This design comes from an exercise in tuning for small area, a short achievable clock period and few clock cycles per item on the open sky130 flow, not from production work.
At most, simulation tests tie the RTL to the original design; equivalence was not proved.

## fasthash64_stream
module fasthash64_stream (
    input  logic                         clk,
    input  logic                         rst_n,
    input  logic                         cfg_wr_en,
    input  logic [63:0]                  cfg_wr_data,
    input  logic                         s_axis_tvalid,
    output logic                         s_axis_tready,
    input  logic [fh64_pkg::TDATA_W-1:0] s_axis_tdata,
    input  logic                         s_axis_tuser,
    input  logic                         s_axis_tlast,
    output logic                         m_axis_tvalid,
    input  logic                         m_axis_tready,
    output logic [63:0]                  m_axis_tdata
);
    logic [63:0] in_pre;
    logic [31:0] in_len;
    logic        in_absorb;
    logic        v1, f1, a1, l1, take1;
    logic [63:0] pre1;
    logic [31:0] len1;
    fh64_front u_front (
        .s_axis_tdata (s_axis_tdata),
        .pre          (in_pre),
        .msg_len      (in_len),
  ...
Size in the first run: roughly 5400 cells after synthesis, roughly 360 flip-flops, ~55000 sq um of cells after synthesis.
==> module fh64_back, before the edit <==
module fh64_back (
    input  logic        clk,
    input  logic        rst_n,
    input  logic        cfg_wr_en,
    input  logic [63:0] cfg_wr_data,
    input  logic        v1,
    input  logic [63:0] pre1,
    input  logic [31:0] len1,
    input  logic        f1,
    input  logic        a1,
    input  logic        l1,
    output logic        take1,
    output logic        ready,
    output logic        m_axis_tvalid,
    input  logic        m_axis_tready,
    output logic [63:0] m_axis_tdata
);
    logic        v2, f2, a2, l2, s2;
    logic [63:0] x2;
    logic [63:0] h;
    logic [63:0] seed;
    logic        pend;       
    logic        fin;        
    logic        out_v;
    logic [63:0] out_d;
    logic        fin_go, m_ok, len_op, m_done, abs_op, xs_op;
    logic [63:0] k_in, k_p, k_mix;
    logic [63:0] m_in, m_p;
    assign fin_go = fin && (!out_v || m_axis_tready);
    assign m_ok   = !fin || fin_go;
    assign len_op = v2 && f2 && m_ok;
    assign m_done = v2 && !f2 && m_ok;
    assign abs_op = m_done && a2;
    assign xs_op  = m_done && !a2 && pend;
    assign take1 = !fin && v1 && (!v2 || !f2);
    assign ready = (!v1 || take1) && !(take1 && f1) && !(v2 && f2 && fin && out_v);
    assign k_in  = fin ? fh64_pkg::mix_pre(h) : pre1;
    fh64_mul_k u_mul_k (
        .a (k_in),
        .p (k_p)
    );
    assign k_mix = fh64_pkg::mix_post(k_p);
    assign m_in = (v2 && f2) ? {32'b0, len1} : (h ^ (x2 ^ (s2 ? seed : 64'b0)));
    fh64_mul_m u_mul_m (
        .a (m_in),
        .p (m_p)
    );
    assign m_axis_tvalid = out_v;
    assign m_axis_tdata  = out_d;
    always_ff @(posedge clk or negedge rst_n)
    begin
        if (!rst_n)
        begin
            v2    <= 1'b0;
            f2    <= 1'b0;
            h     <= '0;
            seed  <= fh64_pkg::SEED_RESET;
            pend  <= 1'b0;
            fin   <= 1'b0;
            out_v <= 1'b0;
        end
        else
        begin
            if (take1)
            begin
                v2 <= 1'b1;
                f2 <= f1;
            end
            else if (m_done)
            begin
                v2 <= 1'b0;
            end
            else if (len_op)
            begin
                f2 <= 1'b0;
            end
            if (len_op || abs_op)
            begin
                h <= m_p;
            end
            else if (xs_op)
            begin
                h <= h ^ seed;
            end
            if (len_op)
            begin
                pend <= 1'b1;
            end
            else if (m_done)
            begin
                pend <= 1'b0;
            end
            fin   <= (fin && !fin_go) || (m_done && l2);
            out_v <= fin_go || (out_v && !m_axis_tready);
            if (cfg_wr_en)
            begin
                seed <= cfg_wr_data;
            end
        end
    end
    always_ff @(posedge clk)
    begin
        if (take1)
        begin
            x2 <= k_mix;
            s2 <= f1;
            a2 <= a1;
            l2 <= l1;
        end
        if (fin_go)
        begin
            out_d <= k_mix;
        end
    end
endmodule
clock: 11.0 ns
lec_check: 0
cap_margin: 20
core_margin: 2
core_utilization: 40
setup_slack_margin: 4.5
slew_margin: 20
run.sh (not shown) runs the stock make flow with config.mk's settings and CLKGATE_MAP_FILE= SYNTH_SCRIPT=/design/flow/synth_recipe.tcl, a recipe that flattens the netlist after the stock synthesis.
Edit:
--- a/flow/design.v
+++ b/flow/design.v
@@ -2694,5 +2694,5 @@
     output logic [63:0] m_axis_tdata
 );
-    logic        v2, f2, a2, l2, s2;
+    logic        v2, f2, a2, l2;
     logic [63:0] x2;
     logic [63:0] h;
@@ -2719,5 +2719,5 @@
     );
     assign k_mix = fh64_pkg::mix_post(k_p);
-    assign m_in = (v2 && f2) ? {32'b0, len1} : (h ^ (x2 ^ (s2 ? seed : 64'b0)));
+    assign m_in = (v2 && f2) ? {32'b0, len1} : (h ^ x2);
     fh64_mul_m u_mul_m (
         .a (m_in),
@@ -2781,6 +2781,5 @@
         if (take1)
         begin
-            x2 <= k_mix;
-            s2 <= f1;
+            x2 <= k_mix ^ (f1 ? seed : 64'b0);
             a2 <= a1;
             l2 <= l1;
=>
- final area goes down by about 1.8%
- setup slack improves by 190 ps
- via count went down by about 6%
- clock-buffer cell count went up by 3
- synthesized cell count is lower by 4.2%
- worst hold slack degrades by 18 ps
- first-iteration DRC count came out lower by about 17%
- cell count goes down by about 3%
Testbench counts after the change, summed over its fixed seeds: cycles 7,851, words 6,859.
No functional check of the RTL was part of the first run of this note.


fasthash64_stream, a different RTL version from the one above (not shown whole).
Size in the first run: ~4400 cells after synthesis, about 240 I/O pins, about 52000 sq um of cells after synthesis.
==> module fh64_back, before the edit <==
module fh64_back (
    input  logic        clk,
    input  logic        rst_n,
    input  logic        cfg_wr_en,
    input  logic [63:0] cfg_wr_data,
    input  logic        v1,
    input  logic [63:0] pre1,
    input  logic [31:0] len1,
    input  logic        f1,
    input  logic        a1,
    input  logic        l1,
    output logic        take1,
    output logic        ready,
    output logic        load_fin,
    output logic [63:0] fin_pre,
    output logic        m_axis_tvalid,
    input  logic        m_axis_tready,
    output logic [63:0] m_axis_tdata
);
    logic        v2, f2, a2, l2;
    logic [63:0] x2;
    logic [63:0] h;
    logic [63:0] seed;
    logic        pend;       
    logic        fin;        
    logic        out_v;
    logic [63:0] out_d;
    logic        fin_go, m_ok, len_op, m_done, abs_op, xs_op;
    logic [63:0] k_in, k_p, k_mix;
    logic [63:0] m_in, m_p;
    logic [63:0] h_next;
    assign fin_go = fin && (!out_v || m_axis_tready);
    assign m_ok   = !fin || fin_go;
    assign len_op = v2 && f2 && m_ok;
    assign m_done = v2 && !f2 && m_ok;
    assign abs_op = m_done && a2;
    assign xs_op  = m_done && !a2 && pend;
    assign take1 = !fin && v1 && (!v2 || !f2);
    assign ready = (!v1 || take1) && !(take1 && f1) && !(fin && out_v) && !(v2 && !f2 && l2);
    assign load_fin = m_done && l2;
    assign h_next   = abs_op ? m_p : (xs_op ? m_in : h);
    assign fin_pre  = fh64_pkg::mix_pre(h_next);
    assign k_in  = pre1;
    fh64_mul_k u_mul_k (
        .a (k_in),
        .p (k_p)
    );
    assign k_mix = fh64_pkg::mix_post(k_p);
    assign m_in = (v2 && f2) ? {32'b0, len1} : (h ^ x2);
    fh64_mul_m u_mul_m (
        .a (m_in),
        .p (m_p)
    );
    assign m_axis_tvalid = out_v;
    assign m_axis_tdata  = out_d;
    always_ff @(posedge clk or negedge rst_n)
    begin
        if (!rst_n)
        begin
            v2    <= 1'b0;
            f2    <= 1'b0;
            h     <= '0;
            seed  <= fh64_pkg::SEED_RESET;
            pend  <= 1'b0;
            fin   <= 1'b0;
            out_v <= 1'b0;
        end
        else
        begin
            if (take1)
            begin
                v2 <= 1'b1;
                f2 <= f1;
            end
            else if (m_done)
            begin
                v2 <= 1'b0;
            end
            else if (len_op)
            begin
                f2 <= 1'b0;
            end
            if (len_op || abs_op)
            begin
                h <= m_p;
            end
            else if (xs_op)
            begin
                h <= m_in;
            end
            if (len_op)
            begin
                pend <= 1'b1;
            end
            else if (m_done)
            begin
                pend <= 1'b0;
            end
            fin   <= (fin && !fin_go) || (m_done && l2);
            out_v <= fin_go || (out_v && !m_axis_tready);
            if (cfg_wr_en)
            begin
                seed <= cfg_wr_data;
            end
        end
    end
    always_ff @(posedge clk)
    begin
        if (take1)
        begin
            x2 <= k_mix ^ (f1 ? seed : 64'b0);
            a2 <= a1;
            l2 <= l1;
        end
        if (fin_go)
        begin
            out_d <= k_mix;
        end
    end
endmodule
==> flow/config.mk <==
export PLATFORM = sky130hd
export DESIGN_NAME = fasthash64_stream
export DESIGN_NICKNAME = fasthash64_stream
export VERILOG_FILES = /design/flow/design.v
export SDC_FILE = /design/flow/constraint.sdc
export NUM_CORES = 4
export LEC_CHECK = 0
export CAP_MARGIN = 20
export CORE_MARGIN = 2
export CORE_UTILIZATION = 40
export SETUP_SLACK_MARGIN = 3.0
export SLEW_MARGIN = 20
==> flow/constraint.sdc <==
create_clock -name core_clock -period 11.0 [get_ports {clk}]
set_input_delay 2.2000 -clock core_clock [delete_from_list [all_inputs] [get_ports {clk}]]
set_output_delay 2.2000 -clock core_clock [all_outputs]
set_load 0.01 [all_outputs]
standard.sh (not shown) runs the stock make flow with config.mk's settings and CLKGATE_MAP_FILE= SYNTH_SCRIPT=/design/flow/synth_recipe.tcl, a recipe that flattens the netlist after the stock synthesis.
==> flow/flow/run.sh <==
#!/bin/bash
# Standard flow, with one netlist clean-up between synthesis and floorplan:
# netfix2.py chooses the polarity of each full adder so that the adder
# trees need far fewer inverters (a full adder is self-dual). Registers and
# all other cells are left as synthesis made them. Port buffers use the
# smallest buffer cell.
set -euo pipefail
# Port buffers: the smallest buffer cell (placement's repair resizes any
# that need more drive).
export BUFFER_PORTS_ARGS="-buffer_cell sky130_fd_sc_hd__buf_1"
R=orfs/results/sky130hd/fasthash64_stream/base
bash standard.sh synth > synth.log 2>&1
cp $R/1_2_yosys.v yosys_standard.v
python3 flow/netfix2.py yosys_standard.v $R/1_2_yosys.v > netfix.log 2>&1
rm -f $R/1_synth.odb $R/1_synth.sdc
bash standard.sh > layout.log 2>&1
Other scripts of this flow, unchanged in this note and not shown: flow/flow/netfix2.py
Testbench counts at the start, summed over its fixed seeds: cycles 7,851, words 6,859.
Change:
--- a/flow/design.v
+++ b/flow/design.v
@@ -2701,13 +2701,13 @@
     output logic        load_fin,
     output logic [63:0] fin_pre,
     output logic        m_axis_tvalid,
     input  logic        m_axis_tready,
     output logic [63:0] m_axis_tdata
 );
-    logic        v2, f2, a2, l2;
+    logic        v2, f2, a2, l2, s2;
     logic [63:0] x2;
     logic [63:0] h;
     logic [63:0] seed;
     logic        pend;       
     logic        fin;        
     logic        out_v;
@@ -2730,13 +2730,13 @@
     assign k_in  = pre1;
     fh64_mul_k u_mul_k (
         .a (k_in),
         .p (k_p)
     );
     assign k_mix = fh64_pkg::mix_post(k_p);
-    assign m_in = (v2 && f2) ? {32'b0, len1} : (h ^ x2);
+    assign m_in = (v2 && f2) ? {32'b0, len1} : (h ^ (x2 ^ (s2 ? seed : 64'b0)));
     fh64_mul_m u_mul_m (
         .a (m_in),
         .p (m_p)
     );
     assign m_axis_tvalid = out_v;
     assign m_axis_tdata  = out_d;
@@ -2792,13 +2792,14 @@
         end
     end
     always_ff @(posedge clk)
     begin
         if (take1)
         begin
-            x2 <= k_mix ^ (f1 ? seed : 64'b0);
+            x2 <= k_mix;
+            s2 <= f1;
             a2 <= a1;
             l2 <= l1;
         end
         if (fin_go)
         begin
             out_d <= k_mix;
After rerunning: Via count decreases by 2.4%; area after synthesis decreases by 2.5%; global-route usage decreases by 1.6 points; cell count decreases by 2.8%; sequential share of layout area increases by 0.23 points; utilization increases by 0.88 points.
For the second run of this note, only the layout was checked, not whether the RTL still works.

==> port drivers added, routing unchanged <==
The results above use ideal ports. As a check the final layouts listed here were re-extracted and re-timed, cells and wires unchanged.
Step 1 sets driving cells, clkbuf_16 on the clock port and buf_2 on the other inputs (assumed; they add their load-dependent delay and slew).
Step 2 also shifts input and output timing later by t, the mid clock arrival at the registers, as if the neighbouring blocks saw the same clock.
Three values: ideal ports, drivers, drivers and shift; two values: the first two.
run | shift t [ns] | slack for setup (ns) | hold slack, ns | latest minus earliest clock arrival (ns) | pins driven straight from the clock port
the first run of note 1 | 0.736 | 3.545 / 3.545 / 3.545 | 0.439 / 0.439 / 0.439 | 0.073 / 0.072 | 1
the second run of note 1 | 0.683 | 3.734 / 3.734 / 3.734 | 0.421 / 0.421 / 0.421 | 0.034 / 0.034 | 1
the first run of note 2 | 0.681 | 3.080 / 3.080 / 3.080 | 0.435 / 0.435 / 0.435 | 0.068 / 0.068 | 1
the second run of note 2 | 0.665 | 3.020 / 3.020 / 3.020 | 0.425 / 0.425 / 0.425 | 0.044 / 0.044 | 1
After both steps setup and hold are still met in every run listed.
